What follows belongs to an exercise in optimizing a design on an open flow for small area, a short achievable clock period and few clock cycles; a production flow would make more cautious choices.
Where RTL was checked, it was by simulation tests only, not by an equivalence proof against the original.
The RTL of runs 2 to 4 was laid out without a check of its function.
No activity file was given, so power comes from the tool's default toggle rates.

--- flow/design.v ---
`default_nettype none
package dcache_pkg;
    localparam int WORD_W      = 32;
    localparam int SETS        = 8;
    localparam int WAYS        = 2;
    localparam int BLOCK_WORDS = 2;
    localparam int IDX_W       = 3;
    localparam int TAG_W       = 26;
    localparam int FLUSH_STEPS = 32;
    typedef logic [WORD_W-1:0] word_t;
    typedef struct packed {
        logic [TAG_W-1:0] tag;
        logic [IDX_W-1:0] idx;
        logic             blkoff;
        logic [1:0]       bytoff;
    } dcache_addr_t;
    typedef union packed {
        word_t        raw;
        dcache_addr_t f;
    } dcache_addr_u;
    typedef enum logic [2:0] {
        IDLE,
        WB0,
        WB1,
        FILL0,
        FILL1,
        FLUSH,
        FLUSHED
    } dcache_state_t;
endpackage
`default_nettype wire
`timescale 1ns/1ps
`default_nettype none
import dcache_pkg::*;
module dcache (
    input  logic  CLK,
    input  logic  nRST,
    input  logic  dmem_ren,
    input  logic  dmem_wen,
    input  logic [WORD_W-1:0] dmem_addr,
    input  logic [WORD_W-1:0] dmem_store,
    input  logic  halt,
    output logic [WORD_W-1:0] dmem_load,
    output logic  dhit,
    output logic  flushed,
    output logic  mem_ren,
    output logic  mem_wen,
    output logic [WORD_W-1:0] mem_addr,
    output logic [WORD_W-1:0] mem_store,
    input  logic [WORD_W-1:0] mem_load,
    input  logic  mem_wait
);
    localparam int LINES = SETS * WAYS;
    logic st_idle, st_hit, st_wb1, st_wb2, st_f1, st_f2;
    logic st_fsel, st_fwb, st_done;
    logic fsecond;      
    logic [LINES-1:0]  valid;
    logic [LINES-1:0]  dirty;
    logic [SETS-1:0]   lru;      
    logic [TAG_W-1:0]  tags [LINES];
    logic [WORD_W-1:0] data [LINES][BLOCK_WORDS];
    logic              hway;     
    logic              vway;     
    logic [WORD_W-1:0] ldw;      
    logic [WORD_W-1:0] stw;      
    logic              ren_q;    
    logic              wen_q;    
    logic [3:0]        fline;    
    logic [WORD_W-1:0] maddr;    
    logic             req;
    logic [TAG_W-1:0] rtag;
    logic [IDX_W-1:0] ridx;
    logic             rblk;
    assign req  = dmem_ren | dmem_wen;
    assign rtag = dmem_addr[31:6];
    assign ridx = dmem_addr[5:3];
    assign rblk = dmem_addr[2];
    logic [LINES-1:0] eq;
    always_comb begin
        for (int l = 0; l < LINES; l++) begin
            eq[l] = valid[l] && (tags[l] == rtag);
        end
    end
    logic [1:0] way_hit;
    logic       hit;
    assign way_hit[0] = eq[{ridx, 1'b0}];
    assign way_hit[1] = eq[{ridx, 1'b1}];
    assign hit        = |way_hit;
    logic victim;
    logic vdirty;
    assign victim = lru[ridx];
    assign vdirty = dirty[{ridx, victim}];
    logic [3:0] pe_line;
    logic       any_dirty;
    always_comb begin
        pe_line = '0;
        for (int l = LINES - 1; l >= 0; l--) begin
            if (dirty[l]) pe_line = 4'(l);
        end
    end
    assign any_dirty = |dirty;
    logic [IDX_W-1:0] sidx;
    logic             sway;
    logic             rsel;
    assign sidx = st_fsel ? pe_line[3:1] : (st_fwb ? fline[3:1] : ridx);
    assign sway = st_fsel ? pe_line[0] : (st_fwb ? fline[0] : (st_idle ? victim : vway));
    assign rsel = st_fsel ? 1'b0 : (st_fwb ? 1'b1 : (rblk ^ st_wb1));
    logic [WORD_W-1:0] d0, d1;
    assign d0 = data[{sidx, 1'b0}][rsel];
    assign d1 = data[{sidx, 1'b1}][rsel];
    logic xfer_done;
    assign xfer_done = !mem_wait && (st_wb1 || st_wb2 || st_f1 || st_f2 || st_fwb);
    logic load_st;
    assign load_st = st_idle || st_fsel || (!mem_wait && (st_wb1 || (st_fwb && !fsecond)));
    always_ff @(posedge CLK) begin
        if (st_idle) begin
            ldw <= way_hit[1] ? d1 : d0;
        end
        if (load_st) begin
            stw <= sway ? d1 : d0;
        end
    end
    always_ff @(posedge CLK) begin
        if (st_idle) begin
            if (vdirty) maddr <= {tags[{sidx, sway}], ridx, rblk, 2'b00};
            else        maddr <= {rtag, ridx, ~rblk, 2'b00};
        end else if (st_fsel) begin
            maddr <= {tags[{sidx, sway}], pe_line[3:1], 1'b0, 2'b00};
        end else if (xfer_done) begin
            if (st_wb2) maddr <= {rtag, ridx, ~rblk, 2'b00};
            else        maddr[2] <= ~maddr[2];
        end
    end
    assign dhit      = st_hit || (st_f2 && !mem_wait);
    assign dmem_load = st_f2 ? mem_load : ldw;
    assign flushed   = st_done;
    assign mem_wen   = wen_q;
    assign mem_ren   = ren_q;
    assign mem_store = stw;
    assign mem_addr  = maddr;
    logic              hit_wr;
    logic              fill_wr;
    logic              fword;
    logic [WORD_W-1:0] din [BLOCK_WORDS];
    assign hit_wr  = st_hit && dmem_wen;
    assign fill_wr = (st_f1 || st_f2) && !mem_wait;
    assign fword   = rblk ^ st_f1;
    assign din[0]  = (dmem_wen && !rblk) ? dmem_store : mem_load;
    assign din[1]  = (dmem_wen &&  rblk) ? dmem_store : mem_load;
    always_ff @(posedge CLK) begin
        for (int l = 0; l < LINES; l++) begin
            for (int b = 0; b < BLOCK_WORDS; b++) begin
                if ((hit_wr && l == {ridx, hway} && b == rblk) ||
                    (fill_wr && l == {ridx, vway} && b == fword)) begin
                    data[l][b] <= din[b];
                end
            end
            if (st_f2 && !mem_wait && l == {ridx, vway}) begin
                tags[l] <= rtag;
            end
        end
    end
    always_ff @(posedge CLK) begin
        if (st_idle) begin
            hway <= way_hit[1];
            vway <= victim;
        end
        if (st_fsel) begin
            fline <= pe_line;
        end
    end
    always_ff @(posedge CLK, negedge nRST) begin
        if (!nRST) begin
            st_idle <= 1'b1;
            st_hit  <= 1'b0;
            st_wb1  <= 1'b0;
            st_wb2  <= 1'b0;
            st_f1   <= 1'b0;
            st_f2   <= 1'b0;
            st_fsel <= 1'b0;
            st_fwb  <= 1'b0;
            st_done <= 1'b0;
            fsecond <= 1'b0;
            ren_q   <= 1'b0;
            wen_q   <= 1'b0;
            valid   <= '0;
            dirty   <= '0;
            lru     <= '0;
        end else begin
            if (st_idle) begin
                ren_q   <= req && !hit && !vdirty;
                wen_q   <= req && !hit && vdirty;
                st_idle <= !req && !halt;
                st_hit  <= req && hit;
                st_wb1  <= req && !hit && vdirty;
                st_f1   <= req && !hit && !vdirty;
                st_fsel <= !req && halt;
            end
            if (st_hit) begin
                lru[ridx] <= ~hway;
                if (dmem_wen) dirty[{ridx, hway}] <= 1'b1;
                st_hit  <= 1'b0;
                st_idle <= 1'b1;
            end
            if (!mem_wait) begin
                if (st_wb1) begin
                    st_wb1 <= 1'b0;
                    st_wb2 <= 1'b1;
                end
                if (st_wb2) begin
                    st_wb2 <= 1'b0;
                    st_f1  <= 1'b1;
                    wen_q  <= 1'b0;
                    ren_q  <= 1'b1;
                end
                if (st_f1) begin
                    st_f1 <= 1'b0;
                    st_f2 <= 1'b1;
                end
                if (st_f2) begin
                    st_f2               <= 1'b0;
                    ren_q               <= 1'b0;
                    st_idle             <= 1'b1;
                    valid[{ridx, vway}] <= 1'b1;
                    dirty[{ridx, vway}] <= dmem_wen;
                    lru[ridx]           <= ~vway;
                end
                if (st_fwb) begin
                    fsecond <= !fsecond;
                    if (fsecond) begin
                        dirty[fline] <= 1'b0;
                        wen_q        <= 1'b0;
                        st_fwb       <= 1'b0;
                        st_fsel      <= 1'b1;
                    end
                end
            end
            if (st_fsel) begin
                fsecond <= 1'b0;
                st_fsel <= 1'b0;
                if (any_dirty) begin
                    st_fwb  <= 1'b1;
                    wen_q   <= 1'b1;
                end else begin
                    st_done <= 1'b1;
                end
            end
        end
    end
endmodule
`default_nettype wire
--- flow/run.sh ---
#!/bin/bash
# synth_recipe.tcl (not shown) runs the flow's synth.tcl, then flattens the netlist and writes it again
# the make line also repeats each setting of config.mk as NAME=value (left out here)
make -C /OpenROAD-flow-scripts/flow DESIGN_CONFIG=/design/flow/config.mk WORK_HOME=/design/flow/orfs CLKGATE_MAP_FILE= SYNTH_SCRIPT=/design/flow/synth_recipe.tcl finish
--- flow/config.mk ---
export PLATFORM = sky130hd
export DESIGN_NAME = dcache
export DESIGN_NICKNAME = dcache
export VERILOG_FILES = /design/flow/design.v
export SDC_FILE = /design/flow/constraint.sdc
export NUM_CORES = 4
export LEC_CHECK = 0
export CAP_MARGIN = 20
export CORE_MARGIN = 2
export CORE_UTILIZATION = 40
export SETUP_SLACK_MARGIN = 4.4
export SLEW_MARGIN = 20
--- flow/constraint.sdc ---
create_clock -name core_clock -period 8.0 [get_ports {CLK}]
set_input_delay 1.6000 -clock core_clock [delete_from_list [all_inputs] [get_ports {CLK}]]
set_output_delay 1.6000 -clock core_clock [all_outputs]
set_load 0.01 [all_outputs]
==> summary.txt, run 1 <==
PD cells 224 mW/mm^2; crit path max fanout 8; final setup vio count 0; Layout Nets 4801; Placer Congestion 0.943; Tot GR Track Use 0.268; worst vdd ir 0.195 mV; number of cell rows 149; worst setup margin 4.19 ns; fin crit period 3.81 ns; largest net degree at the start of global routing 64; cell area after placement 0.0711 sq mm; setup total negative slack 0 ns; Seq/Total Area, Yosys 0.721; final wirelength 234 mm; Placed Cells 6466; max cap viols 0; routed length per placed instance 33.3 um; post-synth top area share 0.701; hold-fix buffers at CTS 0; global route overflow 0; Vias 43700; ys async rst share 0.0327; clock transition at the registers of the reported paths 0.06 ns; initial antenna violation count 9; first-pass GRT wire length 321 mm; Area contributors post-synth edfxtp_1 70%, xor2_1 4.0%, a222oi_1 2.6%, a22oi_1 2.6%, mux2_2 2.4%; Synth warnings 4; die area 0.168 sq mm; CTS tree yes; Worst Hold Slack 0.477 ns; DR pass1 iterations 9; cell taking the most area after synthesis edfxtp_1; syn_area_per_cell 15.6 sq um; 1st-iter DRT viols 6816; Die Ht 410 um; relative slew slack 0.250; Clock Latency Late Sink 0.82 ns; IO Pins 202; Pwr Total 18.2 mW; commonest cells after routing, fill and taps aside 1539 x edfxtp_1, 298 x xor2_1, 233 x buf_4; layout cells sized above 1 0.231; Core Util, Final 0.494; CP startpoint kind input port; CTS buffer count 167; Yosys cell types 87; Worst Setup End Kind flop; crit path DAT 4.34 ns; most common cell after layout, fill and taps aside edfxtp_1; Final period util 0.476; mapped cell area 0.0660 sq mm; fill cell count 13800; Initial Util 0.401; Root Buffer clkbuf_16; Syn Inst Count 4226; status complete, no violations; max-slew violation count 0; Reg2Reg Setup Slack 4.31 ns; RSZ-0062 raised after global routing yes; number of synthesized flops with an enable pin 1539; WS Path Type in2reg; path type of the worst min-delay path reg2reg; Least-Margin Pin Slew 1.12 ns; dpl ws 1.71 ns; antenna viol nets, final 0; CP required 8.53 ns; Clock Path Buffers 3; Detail Placement HPWL 133 mm; #FFs+latches synth 1592; skew final 0.0721 ns; Die Wd 410 um; Core Box Area 0.164 sq mm; port buffer count 197; DR vias/cell 6.23; # clock sinks 1592; Final Hold Viols 0; P&R area growth vs syn 23.2%; design area 0.0812 sq mm; CTS H-Tree Depth 4; post-route insts no fill 7012; Peak Freq 262 MHz; number of global-route vias before repair 41400; Top FF cell, synth edfxtp_1; Pleak 26.8 nW; drt drc 0
[worst paths after layout]
path | startpoint | endpoint | cells past startpoint
max | dmem_addr[3] | maddr[13] | 13
min | valid[4] | valid[4] | 1
max reg2reg | dirty[14] | maddr[10] | 11
min reg2reg | valid[4] | valid[4] | 1
max in group asynchronous | nRST | st_fwb | 2
min in group asynchronous | nRST | lru[0] | 2
[where the power goes]
part | leakage (nW) | switching [mW] | internal, mW
Sequential | 14.6 | 0.0152 | 9.22
Clock | 2.63 | 3.34 | 4.42
Combinational | 9.58 | 0.771 | 0.429
Total | 26.8 | 4.13 | 14.1
[flip-flops by register name (all words and copies together), names as in the netlist]
register,flops
data,1024
tags,416
ldw,32
stw,32
maddr,30
dirty,16
valid,16
lru,8
fline,4
fsecond,1
hway,1
ren_q,1
st_done,1
st_f1,1
st_f2,1
st_fsel,1
st_fwb,1
st_hit,1
st_idle,1
st_wb1,1
st_wb2,1
vway,1
wen_q,1
[cells by family after synthesis]
family	after synthesis	share of synthesized area
flip-flops	1592	0.721
buffers and inverters	305	0.0198
AO/OA/AOI/OAI	924	0.110
adder cells (fa/ha/maj)	17	0.00322
other	1	0.0000568
AND/OR/NAND/NOR	775	0.0577
multiplexers	185	0.0321
XOR/XNOR	427	0.0567
[per-layer routing]
layer | wire length [um] | GRT usage | up-vias
met5 | 41 | 0 | -
met4 | 11400 | 0.118 | 6
met3 | 23900 | 0.0536 | 466
met2 | 110000 | 0.429 | 2730
met1 | 88500 | 0.354 | 22500
li1 | - | - | 18000
[cell type report]
class	instances	area (sq um)	share of cell area
diodes	5	12.5	0.000154
multi-input cells	2343	19000	0.234
repair buffers	556	6410	0.0789
inverters	22	92.6	0.00114
flip-flops and latches	1592	47500	0.585
clock inverters	94	1040	0.0128
well taps	2189	2740	0.0337
clock buffers	211	4410	0.0542
[Yosys cell counts (79+ instances only)]
cell type  count
a222oi_1     170
nand4_1       79
nor4_1        81
nor2_1       207
clkbuf_1     146
xor2_1       302
nand3_1       98
buf_2        102
a21oi_1      101
edfxtp_1    1539
mux2_2       143
a22oi_1      226
xnor2_1      125
nand2_1      190
[worst max-delay path: stages]
cell and delay [ns]:
buf_12 0.10, mux4_2 0.53, mux2i_4 0.25, buf_6 0.14, nand3_2 0.09, o2111ai_4 0.19, nand2_8 0.13, buf_4 0.18
buf_16 0.14, a221o_1 0.36, a21oi_2 0.17, o211ai_1 0.19, a22o_1 0.25
[timing repair]
action / CTS / global route
pin swaps: 83 / 76
endpoints found under the setup margin: 1537 / 351
cloned: 31 / 11
setup buffers: 131 / 62
resized for setup: 751 / 112
Testbench counts, summed over its fixed seeds: cycles 60,986.
==> run 2: changes to the inputs <==
--- a/flow/design.v
+++ b/flow/design.v
@@ -54,6 +54,8 @@
     logic st_idle, st_hit, st_wb1, st_wb2, st_f1, st_f2;
     logic st_fsel, st_fwb, st_done;
     logic fsecond;      
+    logic ren_q;        
+    logic wen_q;        
     logic [LINES-1:0]  valid;
     logic [LINES-1:0]  dirty;
     logic [SETS-1:0]   lru;      
@@ -61,10 +63,11 @@
     logic [WORD_W-1:0] data [LINES][BLOCK_WORDS];
     logic              hway;     
     logic              vway;     
+    logic [SETS-1:0]   rsel_q;   
+    logic              blk_q;    
+    logic              wr_q;     
     logic [WORD_W-1:0] ldw;      
     logic [WORD_W-1:0] stw;      
-    logic              ren_q;    
-    logic              wen_q;    
     logic [3:0]        fline;    
     logic [WORD_W-1:0] maddr;    
     logic             req;
@@ -89,7 +92,7 @@
     logic victim;
     logic vdirty;
     assign victim = lru[ridx];
-    assign vdirty = dirty[{ridx, victim}];
+    assign vdirty = victim ? dirty[{ridx, 1'b1}] : dirty[{ridx, 1'b0}];
     logic [3:0] pe_line;
     logic       any_dirty;
     always_comb begin
@@ -104,10 +107,14 @@
     logic             rsel;
     assign sidx = st_fsel ? pe_line[3:1] : (st_fwb ? fline[3:1] : ridx);
     assign sway = st_fsel ? pe_line[0] : (st_fwb ? fline[0] : (st_idle ? victim : vway));
-    assign rsel = st_fsel ? 1'b0 : (st_fwb ? 1'b1 : (rblk ^ st_wb1));
+    assign rsel = st_fsel ? 1'b0 : (st_fwb ? 1'b1 : (st_idle ? rblk : ~blk_q));
     logic [WORD_W-1:0] d0, d1;
-    assign d0 = data[{sidx, 1'b0}][rsel];
-    assign d1 = data[{sidx, 1'b1}][rsel];
+    logic [TAG_W-1:0]  t0, t1, wtag;
+    assign d0   = data[{sidx, 1'b0}][rsel];
+    assign d1   = data[{sidx, 1'b1}][rsel];
+    assign t0   = tags[{sidx, 1'b0}];
+    assign t1   = tags[{sidx, 1'b1}];
+    assign wtag = sway ? t1 : t0;
     logic xfer_done;
     assign xfer_done = !mem_wait && (st_wb1 || st_wb2 || st_f1 || st_f2 || st_fwb);
     logic load_st;
@@ -115,6 +122,8 @@
     always_ff @(posedge CLK) begin
         if (st_idle) begin
             ldw <= way_hit[1] ? d1 : d0;
+        end else if (st_f2) begin
+            ldw <= mem_load;
         end
         if (load_st) begin
             stw <= sway ? d1 : d0;
@@ -122,40 +131,38 @@
     end
     always_ff @(posedge CLK) begin
         if (st_idle) begin
-            if (vdirty) maddr <= {tags[{sidx, sway}], ridx, rblk, 2'b00};
+            if (vdirty) maddr <= {wtag, ridx, rblk, 2'b00};
             else        maddr <= {rtag, ridx, ~rblk, 2'b00};
         end else if (st_fsel) begin
-            maddr <= {tags[{sidx, sway}], pe_line[3:1], 1'b0, 2'b00};
+            maddr <= {wtag, pe_line[3:1], 1'b0, 2'b00};
         end else if (xfer_done) begin
-            if (st_wb2) maddr <= {rtag, ridx, ~rblk, 2'b00};
+            if (st_wb2) maddr <= {rtag, ridx, ~blk_q, 2'b00};
             else        maddr[2] <= ~maddr[2];
         end
     end
-    assign dhit      = st_hit || (st_f2 && !mem_wait);
-    assign dmem_load = st_f2 ? mem_load : ldw;
+    assign dhit      = st_hit;
+    assign dmem_load = ldw;
     assign flushed   = st_done;
     assign mem_wen   = wen_q;
     assign mem_ren   = ren_q;
     assign mem_store = stw;
     assign mem_addr  = maddr;
-    logic              hit_wr;
-    logic              fill_wr;
+    logic              fill;
     logic              fword;
     logic [WORD_W-1:0] din [BLOCK_WORDS];
-    assign hit_wr  = st_hit && dmem_wen;
-    assign fill_wr = (st_f1 || st_f2) && !mem_wait;
-    assign fword   = rblk ^ st_f1;
-    assign din[0]  = (dmem_wen && !rblk) ? dmem_store : mem_load;
-    assign din[1]  = (dmem_wen &&  rblk) ? dmem_store : mem_load;
+    assign fill   = st_f1 || st_f2;
+    assign fword  = blk_q ^ st_f1;
+    assign din[0] = (wr_q && !blk_q) ? dmem_store : mem_load;
+    assign din[1] = (wr_q &&  blk_q) ? dmem_store : mem_load;
     always_ff @(posedge CLK) begin
         for (int l = 0; l < LINES; l++) begin
             for (int b = 0; b < BLOCK_WORDS; b++) begin
-                if ((hit_wr && l == {ridx, hway} && b == rblk) ||
-                    (fill_wr && l == {ridx, vway} && b == fword)) begin
+                if ((st_hit && wr_q && rsel_q[l / 2] && hway == l[0] && blk_q == b[0]) ||
+                    (fill && !mem_wait && rsel_q[l / 2] && vway == l[0] && fword == b[0])) begin
                     data[l][b] <= din[b];
                 end
             end
-            if (st_f2 && !mem_wait && l == {ridx, vway}) begin
+            if (st_f2 && !mem_wait && rsel_q[l / 2] && vway == l[0]) begin
                 tags[l] <= rtag;
             end
         end
@@ -164,6 +171,13 @@
         if (st_idle) begin
             hway <= way_hit[1];
             vway <= victim;
+            for (int s = 0; s < SETS; s++) begin
+                rsel_q[s] <= (ridx == s);
+            end
+            blk_q <= rblk;
+            wr_q  <= dmem_wen;
+        end else if (st_f2) begin
+            hway <= vway;
         end
         if (st_fsel) begin
             fline <= pe_line;
@@ -198,7 +212,7 @@
             end
             if (st_hit) begin
                 lru[ridx] <= ~hway;
-                if (dmem_wen) dirty[{ridx, hway}] <= 1'b1;
+                if (wr_q) dirty[{ridx, hway}] <= 1'b1;
                 st_hit  <= 1'b0;
                 st_idle <= 1'b1;
             end
@@ -220,9 +234,9 @@
                 if (st_f2) begin
                     st_f2               <= 1'b0;
                     ren_q               <= 1'b0;
-                    st_idle             <= 1'b1;
+                    st_hit              <= 1'b1;
                     valid[{ridx, vway}] <= 1'b1;
-                    dirty[{ridx, vway}] <= dmem_wen;
+                    dirty[{ridx, vway}] <= wr_q;
                     lru[ridx]           <= ~vway;
                 end
                 if (st_fwb) begin
@@ -239,8 +253,8 @@
                 fsecond <= 1'b0;
                 st_fsel <= 1'b0;
                 if (any_dirty) begin
-                    st_fwb  <= 1'b1;
-                    wen_q   <= 1'b1;
+                    st_fwb <= 1'b1;
+                    wen_q  <= 1'b1;
                 end else begin
                     st_done <= 1'b1;
                 end
--- a/flow/config.mk
+++ b/flow/config.mk
@@ -8,5 +8,5 @@
 export CAP_MARGIN = 20
 export CORE_MARGIN = 2
 export CORE_UTILIZATION = 40
-export SETUP_SLACK_MARGIN = 4.4
+export SETUP_SLACK_MARGIN = 4.6
 export SLEW_MARGIN = 20
==> run 2 against run 1 <==
First-iteration DRC count rose by 19%. Design area rose by 7.4%. Non-clock buffer count rose by 191. Combinational power rose by 28%. Sequential cell count rose by 10.
==> summary.txt, run 2 <==
1st-iter DRT viols 8116; most common cell after layout, fill and taps aside edfxtp_1; status complete, no violations; Post-synth top cells 1549 x edfxtp_1, 372 x nand2_1, 266 x xnor2_1; Placer Congestion 0.921; Worst Setup EP ldw[24]; crit path DAT 4.24 ns; syn_area_per_cell 14.7 sq um; drt drc 0; routing usage on met2 0.478; first-pass GRT wire length 376 mm; Final Hold Viols 0; CP startpoint kind input port; PD cells 212 mW/mm^2; skew final 0.0391 ns; most flop-heavy register data; Tot GR Track Use 0.312; worst vdd ir 0.229 mV; number of cell rows 151; Clock Latency Late Sink 0.85 ns; dpl ws 1.68 ns; mapped cell area 0.0680 sq mm; Pwr Total 18.5 mW; ys async rst share 0.0325; layout cells sized above 1 0.258; Root Buffer clkbuf_16; Pleak 29.3 nW; Worst Setup End Kind flop; Syn Inst Count 4621; Detail Placement HPWL 154 mm; IO Pins 202; Core Util, Final 0.516; Clock Path Buffers 3; top-count cell post-synth edfxtp_1; n_diodes 0; DR vias/cell 6.48; WS Path Type in2reg; CTS tree yes; cell area after placement 0.0733 sq mm; crit path from dmem_addr[29]; Die Wd 416 um; crit path max fanout 6; Final period util 0.457; Least-Margin Pin Slew 0.904 ns; Worst Hold Slack 0.459 ns; Area contributors post-synth edfxtp_1 68%, xnor2_1 3.4%, nand2_1 2.1%, xor2_1 2.0%, mux2i_1 1.9%; Peak Freq 274 MHz; Reg2Reg Setup Slack 4.39 ns; largest net degree at the start of global routing 54; cell taking the most area after synthesis edfxtp_1; worst reg-to-reg path cell count 13; Core Box Area 0.169 sq mm; antenna viol nets, final 0; Yosys cell types 100; Critical R2R Capture maddr[18]; DR pass1 iterations 9; port buffer count 197; number of synthesized flops with an enable pin 1549; Vias 49400; clock transition at the registers of the reported paths 0.06 ns; max-slew violation count 0; CTS H-Tree Depth 4; post-synth top area share 0.684; grt met1 use 0.395; RSZ-0062 raised after global routing yes; P&R area growth vs syn 28.4%; CTS buffer count 168; worst setup margin 4.34 ns; #FFs+latches synth 1602; met3 Usage GRT 0.0820; post-route insts no fill 7615; relative slew slack 0.393; flip-flop count of the largest register after layout 1024; design area 0.0872 sq mm; largest registers data x1024, tags x416; commonest cells after routing, fill and taps aside 1549 x edfxtp_1, 344 x nand2_1, 310 x buf_4; routed length per placed instance 36.5 um; final wirelength 278 mm; R2R Path Start dirty[12]; fin crit period 3.66 ns; global route overflow 0; Die Ht 416 um; number of global-route vias before repair 46700; path type of the worst min-delay path reg2reg; initial antenna violation count 7; max cap viols 0; setup total negative slack 0 ns; CP required 8.59 ns; final setup vio count 0; # clock sinks 1602; Placed Cells 6931; die area 0.173 sq mm; Top FF cell, synth edfxtp_1; busiest metal layer after global routing met2; Synth warnings 4; Seq/Total Area, Yosys 0.704; Layout Nets 5393; Initial Util 0.402
-- run 2: cell count changes after synthesis, moves of 52 or more --
| cell | change |
|---|---|
| a21oi_1 | +92 |
| a222oi_1 | -124 |
| a22oi_1 | -58 |
| mux2i_1 | +97 |
| nand2_1 | +182 |
| o21ai_0 | +52 |
| xnor2_1 | +141 |
| xor2_1 | -143 |
-- run 2: worst max-delay path: stages --
cell	delay [ns]
buf_12	0.10
buf_12	0.13
xor2_4	0.19
nor4_2	0.28
nand4_1	0.28
nor4_4	0.39
a31oi_2	0.11
o211ai_4	0.22
buf_12	0.22
buf_12	0.15
buf_16	0.14
mux2i_1	0.09
mux2_2	0.27
-- run 2: worst min-delay path by stage --
stage	startpoint	to	slack [ns]	depth (start not counted)
global route	valid[15]	valid[15]	0.48	1
global placement	valid[5]	valid[5]	0.44	1
floorplan	valid[5]	valid[5]	0.42	1
CTS	valid[5]	valid[5]	0.46	1
finish	valid[5]	valid[5]	0.46	1
detailed placement	valid[5]	valid[5]	0.45	1
-- run 2: final cells by class --
cell class | instances | area [sq um]
fillers | 13800 | 81900
flip-flops and latches | 1602 | 47900
multi-input cells | 2728 | 22300
repair buffers | 747 | 8860
clock buffers | 212 | 4430
well taps | 2218 | 2780
clock inverters | 84 | 885
inverters | 24 | 123
-- run 2: logic make-up (layout without fill, tap and decap cells) --
family                     after synthesis  after routing  synth area share
DFF                                   1602           1602             0.704
muxes                                  229            230            0.0361
and+or+nand+nor                        998           1014            0.0701
buffers and inverters                  310           1067            0.0196
xor gates and xnor gates               425            425            0.0548
other                                    1              2         0.0000552
AOI/OAI and AO/OA                     1036           1037             0.112
adders and majority gates               20             20           0.00368
-- run 2: repair_timing --
item	CTS	global route
gates cloned	51	9
resized for setup	788	204
setup buffers	254	74
hold endpoints to repair	0	0
setup endpoints to repair	1147	917
pin swaps	162	138
hold buffers	0	0
-- run 2: where the power goes --
part	internal, mW	total, mW	leakage, nW	switching [mW]
clock	4.27	7.71	2.56	3.44
combinational	0.583	1.54	12.0	0.958
sequential	9.21	9.22	14.7	0.0109
-- run 2: routing by layer --
layer / up-vias / share of wire
met3: 949 / 0.13
met1: 25000 / 0.35
li1: 19500 / -
met4: 8 / 0.075
met5: - / 0.00033
met2: 3911 / 0.45
==> run 3: changes to the inputs <==
--- a/flow/design.v
+++ b/flow/design.v
@@ -89,19 +89,32 @@
     assign way_hit[0] = eq[{ridx, 1'b0}];
     assign way_hit[1] = eq[{ridx, 1'b1}];
     assign hit        = |way_hit;
+    logic [SETS-1:0] vdset;
+    always_comb begin
+        for (int s = 0; s < SETS; s++) begin
+            vdset[s] = lru[s] ? dirty[2 * s + 1] : dirty[2 * s];
+        end
+    end
     logic victim;
     logic vdirty;
     assign victim = lru[ridx];
-    assign vdirty = victim ? dirty[{ridx, 1'b1}] : dirty[{ridx, 1'b0}];
-    logic [3:0] pe_line;
-    logic       any_dirty;
+    assign vdirty = vdset[ridx];
+    logic [LINES-1:0] fdirty;
+    logic [3:0]       pe_next;
+    logic [3:0]       pe_line;
+    logic             any_dirty;
     always_comb begin
-        pe_line = '0;
+        fdirty = dirty;
+        if (st_fwb && fsecond && !mem_wait) fdirty[fline] = 1'b0;
+        pe_next = '0;
         for (int l = LINES - 1; l >= 0; l--) begin
-            if (dirty[l]) pe_line = 4'(l);
-        end
-    end
-    assign any_dirty = |dirty;
+            if (fdirty[l]) pe_next = 4'(l);
+        end
+    end
+    always_ff @(posedge CLK) begin
+        pe_line   <= pe_next;
+        any_dirty <= |fdirty;
+    end
     logic [IDX_W-1:0] sidx;
     logic             sway;
     logic             rsel;
@@ -121,9 +134,8 @@
     assign load_st = st_idle || st_fsel || (!mem_wait && (st_wb1 || (st_fwb && !fsecond)));
     always_ff @(posedge CLK) begin
         if (st_idle) begin
-            ldw <= way_hit[1] ? d1 : d0;
-        end else if (st_f2) begin
-            ldw <= mem_load;
+            ldw <= ({WORD_W{way_hit[0]}} & d0) |
+                   ({WORD_W{way_hit[1]}} & d1);
         end
         if (load_st) begin
             stw <= sway ? d1 : d0;
@@ -140,8 +152,8 @@
             else        maddr[2] <= ~maddr[2];
         end
     end
-    assign dhit      = st_hit;
-    assign dmem_load = ldw;
+    assign dhit      = st_hit || (st_f2 && !mem_wait);
+    assign dmem_load = st_f2 ? mem_load : ldw;
     assign flushed   = st_done;
     assign mem_wen   = wen_q;
     assign mem_ren   = ren_q;
@@ -176,8 +188,6 @@
             end
             blk_q <= rblk;
             wr_q  <= dmem_wen;
-        end else if (st_f2) begin
-            hway <= vway;
         end
         if (st_fsel) begin
             fline <= pe_line;
@@ -234,7 +244,7 @@
                 if (st_f2) begin
                     st_f2               <= 1'b0;
                     ren_q               <= 1'b0;
-                    st_hit              <= 1'b1;
+                    st_idle             <= 1'b1;
                     valid[{ridx, vway}] <= 1'b1;
                     dirty[{ridx, vway}] <= wr_q;
                     lru[ridx]           <= ~vway;
--- a/flow/config.mk
+++ b/flow/config.mk
@@ -8,5 +8,5 @@
 export CAP_MARGIN = 20
 export CORE_MARGIN = 2
 export CORE_UTILIZATION = 40
-export SETUP_SLACK_MARGIN = 4.6
+export SETUP_SLACK_MARGIN = 4.4
 export SLEW_MARGIN = 20
==> run 3 against run 2 <==
Maximum frequency is 5.3% lower. Global-route usage decreased by 4.0 points. First-iteration DRC count is 18% lower. Sequential cell count is 5 higher. Worst setup slack worse by 0.20 ns. Die area shrank 1.7%. Largest power group unchanged. Highest routed layer unchanged.
==> summary.txt, run 3 <==
Tot GR Track Use 0.271; post-synth top area share 0.697; PD cells 272 mW/mm^2; setup total negative slack 0 ns; Top delay family on crit path buffers and inverters; area of the multi-input gates 0.0191 sq mm; max-slew violation count 0; post-route insts no fill 7017; Worst Setup End Kind output port; Vias 44100; #FFs+latches synth 1607; path type of the worst min-delay path reg2reg; Placed Cells 6541; max cap viols 0; Yosys cell types 84; Die Wd 413 um; design area 0.0803 sq mm; WP buf/inv 4; CP startpoint kind input port; Initial Util 0.404; crit path max fanout 4; Top FF cell, synth edfxtp_1; number of synthesized flops with an enable pin 1549; cell taking the most area after synthesis edfxtp_1; Syn Inst Count 4294; final setup vio count 0; port buffer count 197; largest registers data x1024, tags x416; flip-flop count of the largest register after layout 1024; most common cell after layout, fill and taps aside edfxtp_1; DR vias/cell 6.29; number of cell rows 149; skew final 0.0584 ns; Post-synth top cells 1549 x edfxtp_1, 341 x a22oi_1, 248 x nand2_1; Final period util 0.482; die area 0.170 sq mm; layout cells sized above 1 0.202; Die Ht 413 um; mapped cell area 0.0668 sq mm; cell area after placement 0.0719 sq mm; number of global-route vias before repair 41400; worst vdd ir 0.247 mV; Peak Freq 259 MHz; Root Buffer clkbuf_16; RSZ-0062 raised after global routing yes; Core Util, Final 0.486; Placer Congestion 0.917; final wirelength 242 mm; Detail Placement HPWL 134 mm; Pwr Total 21.9 mW; hold-fix buffers at CTS 0; relative slew slack 0.161; Crit-path slowest cell nor2b_4; CTS H-Tree Depth 4; IO Pins 202; syn_area_per_cell 15.6 sq um; CTS buffer count 165; CP required 6.40 ns; crit path DAT 2.26 ns; Least-Margin Pin Slew 1.25 ns; antenna viol nets, final 0; Area contributors post-synth edfxtp_1 70%, a22oi_1 3.8%, xor2_1 3.2%, xnor2_1 2.3%, dfrtp_1 1.9%; top-count cell post-synth edfxtp_1; P&R area growth vs syn 20.2%; initial antenna violation count 6; ys async rst share 0.0324; Pleak 26.4 nW; fin crit period 3.86 ns; dpl ws 2.13 ns; WS Path Type in2out; DR pass1 iterations 9; Core Box Area 0.165 sq mm; most flop-heavy register data; register area 0.0479 sq mm; crit path cell chain buf_8 -> buf_12 -> nor2b_4 -> nor2_4 -> inv_4 -> buf_6; largest net degree at the start of global routing 65; 1st-iter DRT viols 6663; fill cell count 13900; Synth warnings 4; Final Hold Viols 0; routed length per placed instance 34.5 um; Clock Latency Late Sink 0.83 ns; crit-path max cell delay 0.16 ns; clock transition at the registers of the reported paths 0.06 ns; commonest cells after routing, fill and taps aside 1549 x edfxtp_1, 318 x a22oi_1, 246 x xor2_1; Clock Path Buffers 3; Seq/Total Area, Yosys 0.718; worst setup margin 4.14 ns; CTS tree yes; global route overflow 0; # clock sinks 1607; Layout Nets 4809; first-pass GRT wire length 325 mm; status complete, no violations; Worst Hold Slack 0.429 ns; Reg2Reg Setup Slack 4.44 ns; drt drc 0
[run 3: final cells by class]
type,count,share of cell area
Sequential cell,1607,0.597
Multi-Input combinational cell,2413,0.238
Clock buffer,217,0.0552
Tap cell,2189,0.0341
Antenna cell,3,0.0000935
Inverter,26,0.00134
Clock inverter,88,0.00979
Timing Repair Buffer,474,0.0646
[run 3: layer usage]
layer / wire (um) / part of all wire / vias up / track usage
met5: 36 / 0.00015 / - / 0
met4: 11000 / 0.045 / 6 / 0.114
met3: 28300 / 0.12 / 468 / 0.0566
met2: 109000 / 0.45 / 2922 / 0.416
met1: 93900 / 0.39 / 22800 / 0.376
li1: - / - / 18000 / -
[run 3: worst register-to-register path, delay by kind of cell, from the launching register on]
kind                   cells  cell delay [ns]
DFF                        1             0.40
AOI/OAI and AO/OA          2             1.12
buffers and inverters      5             1.03
and+or+nand+nor            3             0.56
[run 3: path summary, 6_finish.rpt]
path	from	endpoint	cells after the start
max reg2reg	st_f2	data[0][19]	10
max	mem_wait	dhit	6
max in group asynchronous	nRST	st_f2	2
min in group asynchronous	nRST	dirty[10]	2
min reg2reg	any_dirty	st_done	1
min	any_dirty	st_done	1
[run 3: logic make-up after synthesis]
| family | share of synthesized area |
|---|---|
| multiplexers | 0.0319 |
| other | 0.0000562 |
| adder cells (fa/ha/maj) | 0.00375 |
| buffers and inverters | 0.0202 |
| flip-flops | 0.718 |
| AO/OA/AOI/OAI | 0.109 |
| XOR/XNOR | 0.0556 |
| AND/OR/NAND/NOR | 0.0621 |
[run 3: timing repair]
item,in CTS,in global routing
pin swaps,22,33
setup endpoints to repair,1140,649
gates cloned,17,15
buffers inserted,99,37
gates resized for setup,580,91
[run 3: power by group]
| group | switching (mW) | leakage (nW) | total [mW] | internal (mW) |
|---|---|---|---|---|
| Combinational | 3.19 | 9.19 | 4.96 | 1.77 |
| Clock | 3.36 | 2.53 | 7.49 | 4.13 |
| Sequential | 0.0578 | 14.7 | 9.42 | 9.36 |
==> run 4: changes to the inputs <==
--- a/flow/design.v
+++ b/flow/design.v
@@ -153,7 +153,7 @@
         end
     end
     assign dhit      = st_hit || (st_f2 && !mem_wait);
-    assign dmem_load = st_f2 ? mem_load : ldw;
+    assign dmem_load = ldw | ({WORD_W{st_f2}} & mem_load);
     assign flushed   = st_done;
     assign mem_wen   = wen_q;
     assign mem_ren   = ren_q;
--- a/flow/config.mk
+++ b/flow/config.mk
@@ -8,5 +8,5 @@
 export CAP_MARGIN = 20
 export CORE_MARGIN = 2
 export CORE_UTILIZATION = 40
-export SETUP_SLACK_MARGIN = 4.4
+export SETUP_SLACK_MARGIN = 4.1
 export SLEW_MARGIN = 20
==> run 4 against run 3 <==
Final cell count rose by 0.66%. Critical path type is now in2reg. Largest power group unchanged. Clock-buffer cell count fell by 9. Sequential power barely moved.
==> summary.txt, run 4 <==
CTS tree yes; Die Wd 413 um; Core Util, Final 0.475; Tot GR Track Use 0.273; Least-Margin Pin Slew 1.28 ns; most common cell after layout, fill and taps aside edfxtp_1; Clock Path Buffers 3; Root Buffer clkbuf_16; cell taking the most area after synthesis edfxtp_1; top-count cell post-synth edfxtp_1; RSZ-0062 raised after global routing yes; max cap viols 0; antenna viol nets, final 0; combinational share of power 0.228; CP startpoint kind input port; final wirelength 241 mm; 1st-iter DRT viols 7337; CTS buffer count 167; port buffer count 197; clock transition at the registers of the reported paths 0.06 ns; Layout Nets 4835; hold-fix buffers at CTS 0; number of global-route vias before repair 41700; Pleak 26.1 nW; max-slew violation count 0; Post-synth top cells 1549 x edfxtp_1, 301 x nand2_1, 256 x a22oi_1; Seq/Total Area, Yosys 0.715; flip-flop count of the largest register after layout 1024; P&R area growth vs syn 18.4%; die area 0.171 sq mm; largest registers data x1024, tags x416; power share of the sequential group 0.421; crit path DAT 4.57 ns; Detail Placement HPWL 137 mm; layout cells sized above 1 0.174; Net Sw Frac 0.305; routed length per placed instance 34.1 um; relative slew slack 0.142; fin crit period 4.01 ns; Clock Latency Late Sink 0.84 ns; Net Switching 6.85 mW; Peak Freq 249 MHz; clock power share 0.351; drt drc 0; Syn Inst Count 4360; ys async rst share 0.0324; P_int 15.6 mW; #FFs+latches synth 1607; CP required 8.56 ns; final setup vio count 0; worst vdd ir 0.215 mV; Worst Setup End Kind flop; WS Path Type in2reg; most flop-heavy register data; mapped cell area 0.0670 sq mm; initial antenna violation count 7; post-synth top area share 0.694; Vias 44700; largest net degree at the start of global routing 69; Final period util 0.502; Final Hold Viols 0; Synth warnings 4; number of synthesized flops with an enable pin 1549; register area 0.0479 sq mm; DR pass1 iterations 6; path type of the worst min-delay path reg2reg; fill cell count 14200; CTS H-Tree Depth 4; # clock sinks 1607; IO Pins 202; Initial Util 0.402; area of the multi-input gates 0.0186 sq mm; number of cell rows 150; crit path max fanout 14; DR vias/cell 6.33; Placer Congestion 0.941; Yosys cell types 81; skew final 0.0533 ns; global route overflow 0; syn_area_per_cell 15.4 sq um; status complete, no violations; Die Ht 413 um; PD cells 283 mW/mm^2; Top FF cell, synth edfxtp_1; commonest cells after routing, fill and taps aside 1549 x edfxtp_1, 297 x nand2_1, 256 x a22oi_1; setup total negative slack 0 ns; first-pass GRT wire length 327 mm; Core Box Area 0.167 sq mm; Area contributors post-synth edfxtp_1 69%, xnor2_1 3.0%, a22oi_1 2.9%, xor2_1 2.6%, mux2_2 2.0%
[run 4: cell count changes after synthesis, moves of 23 or more]
| cell | delta |
|---|---|
| a21o_1 | +37 |
| a21oi_1 | +25 |
| a222oi_1 | +25 |
| a22o_1 | +27 |
| a22oi_1 | -85 |
| clkbuf_1 | +23 |
| nand2_1 | +53 |
| o21ai_0 | -23 |
| o22ai_1 | -34 |
| xnor2_1 | +49 |
| xor2_1 | -48 |
[run 4: final timing paths]
path	from	end	slack, ns	depth (start not counted)
setup / recovery	dmem_addr[3]	maddr[14]	3.99	13
setup reg to reg	st_fsel	maddr[6]	4.21	11
max in group asynchronous	nRST	st_fwb	6.49	2
min in group asynchronous	nRST	dirty[14]	0.92	2
hold reg to reg	pe_line[0]	fline[0]	0.44	0
hold / removal	pe_line[0]	fline[0]	0.44	0
[run 4: area by class of cell]
type | instances | area share
sequential | 1607 | 0.604
clock inverter | 102 | 0.0136
antenna | 5 | 0.000158
clock buffer | 208 | 0.0560
inverter | 20 | 0.00109
timing repair buffer | 446 | 0.0558
multi-input combinational | 2471 | 0.234
tap | 2204 | 0.0348
[run 4: worst max-delay path, stage by stage]
cell and delay [ns]:
clkdlybuf4s15_2 0.29, mux2i_4 0.13, buf_12 0.19, a21oi_4 0.14, buf_12 0.18, buf_4 0.30
nor2_1 0.09, buf_4 0.23, a21oi_1 0.15, o21ai_0 0.10, a222oi_1 0.67, o22ai_1 0.14
mux2_2 0.33
[run 4: per-layer routing]
metal / routed length [um] / vias to the layer above / track usage / part of all wire
met4: 9430 / 2 / 0.0994 / 0.039
met5: 13 / - / 0 / 0.000054
met3: 29200 / 479 / 0.0621 / 0.12
li1: - / 18100 / - / -
met1: 94400 / 23000 / 0.386 / 0.39
met2: 108000 / 3124 / 0.413 / 0.45
[run 4: stage by stage]
stage | hold WS (ns) | instances | power [mW] | instance area [sq um] | setup WS (ns)
after floorplan | 0.402 | 4361 | 12.1 | 67000 | 3.59
after global placement | 0.416 | 6645 | 14.1 | 72000 | 1.96
after detailed placement | 0.417 | 6645 | 14.1 | 72000 | 1.94
after CTS | 0.431 | 7027 | 22.2 | 78800 | 3.77
after global routing | 0.471 | 7059 | 22.9 | 79300 | 4.07
final | 0.438 | 7063 | 22.4 | 79300 | 3.99
[run 4: power groups by stage]
stage | Sequential, mW | Clock, mW | Combinational (mW)
floorplan | 9.60 | 0 | 2.52
global placement | 9.61 | 0 | 4.48
detailed placement | 9.61 | 0 | 4.50
CTS | 9.44 | 7.91 | 4.88
global route | 9.44 | 8.24 | 5.27
finish | 9.44 | 7.86 | 5.12
[run 4: what timing repair did]
item,4_1_cts,5_1_grt
setup buffers,61,24
resized for setup,282,59
cloned,11,7
pin swaps,18,17
endpoints found under the setup margin,919,125
[run 4: kinds of logic after synthesis]
kind of cell | after synthesis | synth area share
AO/OA/AOI/OAI | 971 | 0.109
XOR/XNOR | 425 | 0.0556
adder cells (fa/ha/maj) | 20 | 0.00373
buffers and inverters | 288 | 0.0192
flip-flops | 1607 | 0.715
multiplexers | 175 | 0.0317
other | 1 | 0.0000560
AND/OR/NAND/NOR | 873 | 0.0653
==> run 5: changes to the inputs <==
--- a/flow/design.v
+++ b/flow/design.v
@@ -105,7 +105,7 @@
     logic             any_dirty;
     always_comb begin
         fdirty = dirty;
-        if (st_fwb && fsecond && !mem_wait) fdirty[fline] = 1'b0;
+        if (st_fwb) fdirty[fline] = 1'b0;
         pe_next = '0;
         for (int l = LINES - 1; l >= 0; l--) begin
             if (fdirty[l]) pe_next = 4'(l);
@@ -115,12 +115,14 @@
         pe_line   <= pe_next;
         any_dirty <= |fdirty;
     end
+    logic fnext;
+    assign fnext = st_fsel || (st_fwb && fsecond);
     logic [IDX_W-1:0] sidx;
     logic             sway;
     logic             rsel;
-    assign sidx = st_fsel ? pe_line[3:1] : (st_fwb ? fline[3:1] : ridx);
-    assign sway = st_fsel ? pe_line[0] : (st_fwb ? fline[0] : (st_idle ? victim : vway));
-    assign rsel = st_fsel ? 1'b0 : (st_fwb ? 1'b1 : (st_idle ? rblk : ~blk_q));
+    assign sidx = fnext ? pe_line[3:1] : (st_fwb ? fline[3:1] : ridx);
+    assign sway = fnext ? pe_line[0] : (st_fwb ? fline[0] : (st_idle ? victim : vway));
+    assign rsel = fnext ? 1'b0 : (st_fwb ? 1'b1 : (st_idle ? rblk : ~blk_q));
     logic [WORD_W-1:0] d0, d1;
     logic [TAG_W-1:0]  t0, t1, wtag;
     assign d0   = data[{sidx, 1'b0}][rsel];
@@ -131,7 +133,7 @@
     logic xfer_done;
     assign xfer_done = !mem_wait && (st_wb1 || st_wb2 || st_f1 || st_f2 || st_fwb);
     logic load_st;
-    assign load_st = st_idle || st_fsel || (!mem_wait && (st_wb1 || (st_fwb && !fsecond)));
+    assign load_st = st_idle || st_fsel || (!mem_wait && (st_wb1 || st_fwb));
     always_ff @(posedge CLK) begin
         if (st_idle) begin
             ldw <= ({WORD_W{way_hit[0]}} & d0) |
@@ -145,7 +147,7 @@
         if (st_idle) begin
             if (vdirty) maddr <= {wtag, ridx, rblk, 2'b00};
             else        maddr <= {rtag, ridx, ~rblk, 2'b00};
-        end else if (st_fsel) begin
+        end else if (st_fsel || (st_fwb && fsecond && !mem_wait)) begin
             maddr <= {wtag, pe_line[3:1], 1'b0, 2'b00};
         end else if (xfer_done) begin
             if (st_wb2) maddr <= {rtag, ridx, ~blk_q, 2'b00};
@@ -189,7 +191,7 @@
             blk_q <= rblk;
             wr_q  <= dmem_wen;
         end
-        if (st_fsel) begin
+        if (fnext && (st_fsel || !mem_wait)) begin
             fline <= pe_line;
         end
     end
@@ -253,9 +255,11 @@
                     fsecond <= !fsecond;
                     if (fsecond) begin
                         dirty[fline] <= 1'b0;
-                        wen_q        <= 1'b0;
-                        st_fwb       <= 1'b0;
-                        st_fsel      <= 1'b1;
+                        if (!any_dirty) begin
+                            wen_q   <= 1'b0;
+                            st_fwb  <= 1'b0;
+                            st_done <= 1'b1;
+                        end
                     end
                 end
             end
--- a/flow/config.mk
+++ b/flow/config.mk
@@ -8,5 +8,5 @@
 export CAP_MARGIN = 20
 export CORE_MARGIN = 2
 export CORE_UTILIZATION = 40
-export SETUP_SLACK_MARGIN = 4.1
+export SETUP_SLACK_MARGIN = 4.4
 export SLEW_MARGIN = 20
==> run 5 against run 4 <==
Non-clock buffer count grew 106. Synthesized cell count grew 1.3%. Clock-buffer cell count is the same. Critical path type is now in2out. Via count grew 3.4%. Still clean. Sequential share of layout area shrank 1.6 points. Maximum frequency grew 4.2%. Die area shrank 0.43%. Combinational power grew 32%. Sequential power grew 2.3%.
==> summary.txt, run 5 <==
Seq/Total Area, Yosys 0.719; routed length per placed instance 35.6 um; Layout Nets 4982; CP required 6.40 ns; most common cell after layout, fill and taps aside edfxtp_1; Pleak 27.2 nW; initial antenna violation count 9; number of global-route vias before repair 43300; setup total negative slack 0 ns; crit path max fanout 5; top-count cell post-synth edfxtp_1; max-slew violation count 0; Reg2Reg Setup Slack 4.51 ns; skew final 0.0878 ns; drt drc 0; # clock sinks 1607; Placer Congestion 0.910; max cap viols 0; Worst Hold Path EP valid[13]; antenna viol nets, final 0; die area 0.170 sq mm; global route overflow 0; post-synth top area share 0.697; path type of the worst min-delay path reg2reg; Post-synth top cells 1549 x edfxtp_1, 370 x a22oi_1, 303 x nand2_1; Final period util 0.481; Peak Freq 260 MHz; R2R Path Start vway; worst hold start valid[13]; syn_area_per_cell 15.1 sq um; Least-Margin Pin Slew 1.03 ns; first-pass GRT wire length 347 mm; worst vdd ir 0.223 mV; commonest cells after routing, fill and taps aside 1549 x edfxtp_1, 363 x a22oi_1, 299 x nand2_1; P&R area growth vs syn 22.1%; DR pass1 iterations 6; Worst Hold Path Cells 1; Vias 46200; Top FF cell, synth edfxtp_1; Synth warnings 4; WS Path Type in2out; port buffer count 197; largest registers data x1024, tags x416; most flop-heavy register data; final wirelength 256 mm; fin crit period 3.85 ns; Tot GR Track Use 0.293; Critical R2R Capture data[10][28]; ys async rst share 0.0324; clock transition at the registers of the reported paths 0.06 ns; relative slew slack 0.315; status complete, no violations; post-route insts no fill 7192; flip-flop count of the largest register after layout 1024; #FFs+latches synth 1607; DR vias/cell 6.43; fill cell count 13800; Worst Setup End Kind output port; Area contributors post-synth edfxtp_1 70%, a22oi_1 4.2%, xor2_1 3.6%, xnor2_1 2.0%, dfrtp_1 1.9%; mapped cell area 0.0667 sq mm; cell taking the most area after synthesis edfxtp_1; Placed Cells 6664; Die Ht 412 um; IO Pins 202; Initial Util 0.403; Core Util, Final 0.492; Clock Latency Late Sink 0.84 ns; number of cell rows 149; CTS H-Tree Depth 4; largest net degree at the start of global routing 53; 1st-iter DRT viols 7641; worst reg-to-reg path cell count 6; number of synthesized flops with an enable pin 1549; RSZ-0062 raised after global routing yes; Yosys cell types 83; layout cells sized above 1 0.200; Root Buffer clkbuf_16; Syn Inst Count 4418; final setup vio count 0; Clock Path Buffers 3; CP startpoint kind input port; CTS tree yes; Die Wd 412 um; Core Box Area 0.165 sq mm; crit path DAT 2.25 ns; PD cells 296 mW/mm^2; Final Hold Viols 0; hold-fix buffers at CTS 0; CTS buffer count 167; Detail Placement HPWL 136 mm
[run 5: cell types whose count changed after synthesis, moves of 24 or more]
| cell | change |
|---|---|
| a22oi_1 | +114 |
| xnor2_1 | -74 |
| xor2_1 | +73 |
| a222oi_1 | -58 |
| o22ai_1 | +58 |
| mux2_2 | -48 |
| nand3_1 | +33 |
| buf_2 | +24 |
[run 5: timing repair]
item / CTS / global route
cloned: 31 / 4
pin swaps: 77 / 37
gates resized for setup: 573 / 129
buffers inserted: 125 / 56
endpoints found under the setup margin: 1176 / 302
[run 5: where the power goes]
| group | total [mW] | switching [mW] | internal [mW] |
|---|---|---|---|
| Clock | 7.62 | 3.40 | 4.23 |
| Combinational | 6.78 | 4.34 | 2.45 |
| Sequential | 9.66 | 0.145 | 9.51 |
| Total | 24.1 | 7.88 | 16.2 |
[run 5: final cells by class]
cell class	instances	area, sq um	area share
Antenna cell	5	12.5	0.000154
Inverter	19	85.1	0.00104
Sequential cell	1607	47900	0.589
Timing Repair Buffer	552	6360	0.0781
Clock buffer	208	4410	0.0541
Clock inverter	99	895	0.0110
Multi-Input combinational cell	2513	19000	0.233
Tap cell	2189	2740	0.0336
[run 5: critical path, stage by stage]
cell     delay, ns
buf_16        0.12
nor2b_4       0.14
buf_12        0.12
nor2_4        0.04
inv_4         0.09
buf_6         0.13
[run 5: layer usage]
metal / routed length (um) / track usage / up-vias / part of all wire
met1: 96300 / 0.400 / 23600 / 0.38
met4: 12400 / 0.119 / 10 / 0.048
met5: 61 / 0 / - / 0.00024
met3: 31600 / 0.0683 / 649 / 0.12
met2: 116000 / 0.452 / 3523 / 0.45
li1: - / - / 18400 / -
[run 5: worst max path at each step]
stage	slack, ns	endpoint	startpoint
after floorplan	3.91	data[13][0]	mem_wait
after global placement	1.96	ldw[1]	dmem_addr[16]
after detailed placement	1.88	st_wb1	dmem_addr[16]
after CTS	4.05	dhit	mem_wait
after global routing	4.12	dhit	mem_wait
final	4.15	dhit	mem_wait
[run 5: stage by stage]
step	total power [mW]	setup slack [ns]	hold WS, ns	instance area [sq um]
after global routing	24.6	4.12	0.469	81400
after floorplan	13.0	3.91	0.420	67900
after CTS	23.7	4.05	0.451	80300
final	24.1	4.15	0.452	81400
after detailed placement	15.1	1.88	0.437	72100
after global placement	15.0	1.96	0.434	72100
[run 5: cell families after synthesis]
kind of cell    count (synthesis)  synth area share
simple gates                  895            0.0679
xor+xnor                      424            0.0557
mux                           129            0.0214
compound gates               1040             0.113
buf+inv                       302            0.0199
other cells                     1         0.0000562
fa+ha+maj                      20           0.00375
flops                        1607             0.719
Testbench counts of run 5, summed over its fixed seeds: cycles 60,673.
==> run 6: changes to the inputs <==
--- a/flow/config.mk
+++ b/flow/config.mk
@@ -8,5 +8,7 @@
 export CAP_MARGIN = 20
 export CORE_MARGIN = 2
 export CORE_UTILIZATION = 40
-export SETUP_SLACK_MARGIN = 4.4
+export CTS_CLUSTER_DIAMETER = 100
+export CTS_CLUSTER_SIZE = 20
+export SETUP_SLACK_MARGIN = 4.5
 export SLEW_MARGIN = 20
==> run 6 against run 5 <==
Highest routed layer unchanged. Die area unchanged. Global-route usage is 1.2 points higher. Critical path depth did not move. Critical endpoint unchanged. Sequential power barely moved.
==> summary.txt, run 6 <==
status complete, no violations; number of synthesized flops with an enable pin 1549; drt drc 0; syn_area_per_cell 15.1 sq um; path type of the worst min-delay path reg2reg; 1st-iter DRT viols 8057; Clock Latency Late Sink 0.79 ns; cell taking the most area after synthesis edfxtp_1; commonest cells after routing, fill and taps aside 1549 x edfxtp_1, 303 x a22oi_1, 296 x nand2_1; worst setup margin 4.18 ns; CP startpoint kind input port; CTS tree yes; Detail Placement HPWL 135 mm; skew final 0.0779 ns; antenna viol nets, final 0; crit path cell chain buf_16 -> nor2b_4 -> buf_12 -> nor2_4 -> inv_4 -> buf_6; Tot GR Track Use 0.305; routed length per placed instance 37.7 um; largest net degree at the start of global routing 53; initial antenna violation count 8; crit path max fanout 2; Core Box Area 0.165 sq mm; Die Wd 412 um; Top delay family on crit path buffers and inverters; Seq/Total Area, Yosys 0.719; Initial Util 0.403; number of cell rows 149; DR vias/cell 6.54; Clock Path Buffers 3; Crit-path slowest cell nor2b_4; dpl ws 1.88 ns; area of the multi-input gates 0.0199 sq mm; Root Buffer clkbuf_16; register area 0.0479 sq mm; clock transition at the registers of the reported paths 0.08 ns; layout cells sized above 1 0.241; Worst Setup End Kind output port; Final Hold Viols 0; Top FF cell, synth edfxtp_1; Pleak 27.3 nW; CP required 6.40 ns; P&R area growth vs syn 23.1%; top-count cell post-synth edfxtp_1; die area 0.170 sq mm; relative slew slack 0.356; max-slew violation count 0; Final period util 0.478; crit-path max cell delay 0.13 ns; ys async rst share 0.0324; Vias 46900; port buffer count 197; IO Pins 202; Area contributors post-synth edfxtp_1 70%, a22oi_1 4.2%, xor2_1 3.6%, xnor2_1 2.0%, dfrtp_1 1.9%; mapped cell area 0.0667 sq mm; RSZ-0062 raised after global routing yes; Yosys cell types 83; worst vdd ir 0.211 mV; setup total negative slack 0 ns; flip-flop count of the largest register after layout 1024; WP buf/inv 4; Placer Congestion 0.943; Least-Margin Pin Slew 0.966 ns; # clock sinks 1607; post-synth top area share 0.697; DR pass1 iterations 6; most common cell after layout, fill and taps aside edfxtp_1; CTS H-Tree Depth 3; WS Path Type in2out; crit path DAT 2.22 ns; global route overflow 0; max cap viols 0; CTS buffer count 91; Peak Freq 262 MHz; fin crit period 3.82 ns; Synth warnings 4; Syn Inst Count 4418; #FFs+latches synth 1607; Layout Nets 5077; final setup vio count 0; final wirelength 270 mm; Die Ht 412 um; Post-synth top cells 1549 x edfxtp_1, 370 x a22oi_1, 303 x nand2_1; fill cell count 13700; first-pass GRT wire length 358 mm; PD cells 270 mW/mm^2; number of global-route vias before repair 42900; most flop-heavy register data; largest registers data x1024, tags x416
[run 6: layer usage]
layer  share of wire  track usage
met1            0.37        0.412
met2            0.45        0.470
met4           0.055        0.142
met3            0.13       0.0682
met5         0.00088      0.00678
[run 6: power by group]
part | switching [mW] | internal [mW] | leakage [nW]
clock network | 2.80 | 2.11 | 1.23
registers | 0.155 | 9.50 | 14.7
logic | 4.67 | 2.94 | 11.4
[run 6: through the flow]
step	instance area [sq um]	util	hold WS, ns	instances	power [mW]
after global routing	82100	0.497	0.490	7168	22.6
final	82100	0.497	0.461	7176	22.2
after global placement	72200	0.437	0.437	6663	15.0
after detailed placement	72200	0.437	0.443	6663	15.1
after floorplan	68200	-	0.420	4419	13.0
after CTS	80200	0.485	0.462	7081	21.4
[run 6: cells by family after synthesis]
logic type | synth area share
buf+inv | 0.0199
xor+xnor | 0.0557
flops | 0.719
mux | 0.0214
fa+ha+maj | 0.00375
compound gates | 0.113
other cells | 0.0000562
simple gates | 0.0679
[run 6: worst paths after layout]
path	from	endpoint	slack [ns]	depth (start not counted)
setup / recovery	mem_wait	dhit	4.18	6
hold / removal	valid[5]	valid[5]	0.46	1
setup reg to reg	st_fwb	stw[20]	4.45	16
hold reg to reg	valid[5]	valid[5]	0.46	1
max in group asynchronous	nRST	st_fwb	6.45	2
min in group asynchronous	nRST	lru[0]	0.98	2
[run 6: layout make-up]
type,instances,share of cell area
flip-flops and latches,1607,0.584
diodes,8,0.000244
clock inverters,10,0.00213
clock buffers,107,0.0287
inverters,19,0.00104
multi-input cells,2516,0.243
well taps,2189,0.0333
repair buffers,720,0.108
[run 6: repair_timing]
action                                   CTS  global route
setup buffers                            243            77
endpoints found under the hold margin      0             0
endpoints found under the setup margin  1216           351
hold buffers                               0             0
cloned                                    58            10
resized for setup                        803           206
pin swaps                                175           170
==> run 7: changes to the inputs <==
--- a/flow/design.v
+++ b/flow/design.v
@@ -54,6 +54,7 @@
     logic st_idle, st_hit, st_wb1, st_wb2, st_f1, st_f2;
     logic st_fsel, st_fwb, st_done;
     logic fsecond;      
+    logic fwd;          
     logic ren_q;        
     logic wen_q;        
     logic [LINES-1:0]  valid;
@@ -154,8 +155,8 @@
             else        maddr[2] <= ~maddr[2];
         end
     end
-    assign dhit      = st_hit || (st_f2 && !mem_wait);
-    assign dmem_load = ldw | ({WORD_W{st_f2}} & mem_load);
+    assign dhit      = st_hit || (fwd && !mem_wait);
+    assign dmem_load = ldw | ({WORD_W{fwd}} & mem_load);
     assign flushed   = st_done;
     assign mem_wen   = wen_q;
     assign mem_ren   = ren_q;
@@ -194,6 +195,7 @@
         if (fnext && (st_fsel || !mem_wait)) begin
             fline <= pe_line;
         end
+        fwd <= st_f2 ? mem_wait : (st_f1 && !mem_wait);
     end
     always_ff @(posedge CLK, negedge nRST) begin
         if (!nRST) begin
--- a/flow/config.mk
+++ b/flow/config.mk
@@ -10,5 +10,6 @@
 export CORE_UTILIZATION = 40
 export CTS_CLUSTER_DIAMETER = 100
 export CTS_CLUSTER_SIZE = 20
+export PLACE_DENSITY = 0.7
 export SETUP_SLACK_MARGIN = 4.5
 export SLEW_MARGIN = 20
==> run 7 against run 6 <==
Still clean on timing, DRC and antenna. Register-to-register slack worse by 0.07 ns. Combinational power rose by 72%. Sequential cell count rose by 1. Clock-buffer cell count up 10. Design area is 1.4% lower. Power is 30% higher. First-iteration DRC count increased by 7.0%. Area after synthesis is 1.1% higher.
==> summary.txt, run 7 <==
Peak Freq 262 MHz; metal2 WL 112 mm; register area 0.0480 sq mm; number of synthesized flops with an enable pin 1549; initial antenna violation count 13; Layout Nets 5076; global route overflow 0; Final Hold Viols 0; most common cell after layout, fill and taps aside edfxtp_1; most flop-heavy register data; Seq/Total Area, Yosys 0.711; path type of the worst min-delay path reg2reg; max cap viols 0; largest net degree at the start of global routing 53; final setup vio count 0; status complete, no violations; crit-path max cell delay 0.24 ns; # clock sinks 1608; 1st-iter DRT viols 8617; syn_area_per_cell 14.9 sq um; relative slew slack 0.344; met3 wire length 41.2 mm; port buffer count 197; commonest cells after routing, fill and taps aside 1549 x edfxtp_1, 352 x nand2_1, 284 x a22oi_1; Initial Util 0.403; area of the multi-input gates 0.0201 sq mm; cell taking the most area after synthesis edfxtp_1; RSZ-0062 raised after global routing yes; Top delay family on crit path buffers and inverters; Pleak 26.8 nW; Synth warnings 4; Core Box Area 0.167 sq mm; wl on met1 86.7 mm; skew final 0.0861 ns; antenna viol nets, final 0; number of cell rows 150; DR vias/cell 6.69; Yosys cell types 87; PD cells 356 mW/mm^2; routed length per placed instance 35.9 um; largest registers data x1024, tags x416; first-pass GRT wire length 347 mm; layout cells sized above 1 0.210; die area 0.172 sq mm; WP buf/inv 4; highest metal used met5; fin crit period 3.82 ns; CP required 6.40 ns; Clock Path Buffers 3; mapped cell area 0.0675 sq mm; CTS buffer count 91; crit path DAT 2.22 ns; Placer Congestion 0.927; flip-flop count of the largest register after layout 1024; clock transition at the registers of the reported paths 0.10 ns; Vias 48100; WS Path Type in2out; Tot GR Track Use 0.283; Final period util 0.477; IO Pins 202; CP startpoint kind input port; max-slew violation count 0; CTS tree yes; CTS H-Tree Depth 3; top-count cell post-synth edfxtp_1; #FFs+latches synth 1608; Clock Latency Late Sink 0.80 ns; crit path cell chain buf_8 -> buf_12 -> clkinvlp_4 -> a21o_4 -> buf_6; post-synth top area share 0.689; Die Ht 415 um; Crit-path slowest cell a21o_4; Syn Inst Count 4516; setup total negative slack 0 ns; drt drc 0; Area contributors post-synth edfxtp_1 69%, a22oi_1 3.6%, xor2_1 3.1%, xnor2_1 2.5%, nand2_1 2.0%; Top FF cell, synth edfxtp_1; Worst Setup End Kind output port; P&R area growth vs syn 20.0%; ys async rst share 0.0323; Core Util, Final 0.484; crit path max fanout 2; Pwr Total 28.8 mW; Least-Margin Pin Slew 0.984 ns; worst vdd ir 0.234 mV; Root Buffer clkbuf_16; final wirelength 259 mm; Post-synth top cells 1549 x edfxtp_1, 366 x nand2_1, 326 x a22oi_1; number of global-route vias before repair 45000; Detail Placement HPWL 134 mm; fill cell count 13800; Die Wd 415 um; DR pass1 iterations 8
-- run 7: final timing paths --
check / from / end / slack [ns] / cells past startpoint
min in group asynchronous: nRST / valid[1] / 0.94 / 2
setup reg to reg: fline[1] / stw[15] / 4.38 / 13
hold reg to reg: valid[12] / valid[12] / 0.46 / 1
setup / recovery: mem_wait / dhit / 4.18 / 5
hold / removal: valid[12] / valid[12] / 0.46 / 1
max in group asynchronous: nRST / st_fwb / 6.46 / 2
-- run 7: metal layers --
metal  vias to the layer above  track usage
met3                       991       0.0794
li1                      18700            -
met1                     23900        0.369
met2                      4512        0.426
met5                         -      0.00750
met4                        16        0.158
-- run 7: final cells by class --
type,count,share of cell area
inverter,25,0.00131
antenna,8,0.000247
multi-input combinational,2604,0.249
timing repair buffer,624,0.0911
clock buffer,117,0.0295
sequential,1608,0.593
tap,2204,0.0341
clock inverter,9,0.00257
-- run 7: repair_timing --
action                     in CTS  in global routing
setup endpoints to repair    1454                426
gates cloned                   42                 15
hold buffers                    0                  0
buffers inserted              193                 70
resized for setup             666                163
pin swaps                      96                110
hold endpoints to repair        0                  0
-- run 7: cell families (layout without fill, tap and decap cells) --
logic type | count (synthesis) | after routing | share of synthesized area
buffers and inverters | 319 | 775 | 0.0212
other | 1 | 10 | 0.0000556
adder cells (fa/ha/maj) | 20 | 20 | 0.00371
AND/OR/NAND/NOR | 1071 | 1083 | 0.0806
XOR/XNOR | 425 | 425 | 0.0552
AO/OA/AOI/OAI | 941 | 943 | 0.107
flip-flops | 1608 | 1608 | 0.711
multiplexers | 131 | 131 | 0.0220
-- run 7: power breakdown --
part,switching (mW),leakage [nW],internal (mW)
clock network,2.79,1.25,2.13
registers,0.499,14.7,10.3
logic,8.00,10.8,5.11
-- run 7: worst reg2reg max path: stages, from the launching register on --
cell and delay (ns):
edfxtp_1 0.49, or4b_4 0.70, o2111ai_4 0.19, buf_12 0.16, buf_16 0.11, o21ai_4 0.10, buf_12 0.17, nor3_4 0.49
clkbuf_16 0.32, buf_12 0.18, a22oi_1 0.11, and3_1 0.21, a21oi_1 0.15, a31o_2 0.14
-- run 7: metrics by stage --
| step | instances | hold slack [ns] | setup WS [ns] | cell area (sq um) |
|---|---|---|---|---|
| 2_1_floorplan | 4517 | 0.420 | 3.97 | 68900 |
| 6_report | 7199 | 0.464 | 4.18 | 81000 |
| 4_1_cts | 7106 | 0.460 | 4.18 | 79200 |
| 3_3_place_gp | 6744 | 0.436 | 2.02 | 72500 |
| 3_5_place_dp | 6745 | 0.443 | 2.04 | 72500 |
| 5_1_grt | 7193 | 0.493 | 4.17 | 80900 |
Testbench counts of run 7, summed over its fixed seeds: cycles 60,673.

[what the ideal ports hide]
How much do the figures lean on ideal ports? The routed layouts below were timed once more, with nothing changed but the port constraints.
Step 1 (the two cells are an assumption about what drives the block):
set clk [get_ports {CLK}]
set_driving_cell -lib_cell sky130_fd_sc_hd__clkbuf_16 $clk
set_driving_cell -lib_cell sky130_fd_sc_hd__buf_2 [delete_from_list [all_inputs] $clk]
Step 2 moves the port delays by t, midway between the first and last clock arrival at a register: inputs arrive t later, outputs are due t later. That takes back most of the time a late clock gives input paths.
Slacks: ideal ports / drivers / drivers and shift; pairs: ideal ports / drivers.
run | t (ns) | setup WS [ns] | clock arrival spread, ns | cell pins on the clock port's net
run 1 | 0.874 | 4.190 / 4.147 / 3.308 | 0.074 / 0.074 | 1
run 2 | 0.914 | 4.345 / 4.242 / 3.328 | 0.041 / 0.042 | 1
run 3 | 0.883 | 4.142 / 4.102 / 3.382 | 0.060 / 0.060 | 1
run 4 | 0.904 | 3.988 / 4.041 / 3.137 | 0.054 / 0.054 | 1
run 5 | 0.894 | 4.150 / 4.089 / 3.467 | 0.092 / 0.091 | 1
run 6 | 0.832 | 4.178 / 4.115 / 3.438 | 0.079 / 0.079 | 1
run 7 | 0.828 | 4.184 / 4.066 / 3.454 | 0.097 / 0.097 | 1
After both steps setup and hold are still met in every run listed. The setup slack of run 2, which loses most, moves by -0.103 ns with the drivers and by -1.017 ns with both steps.
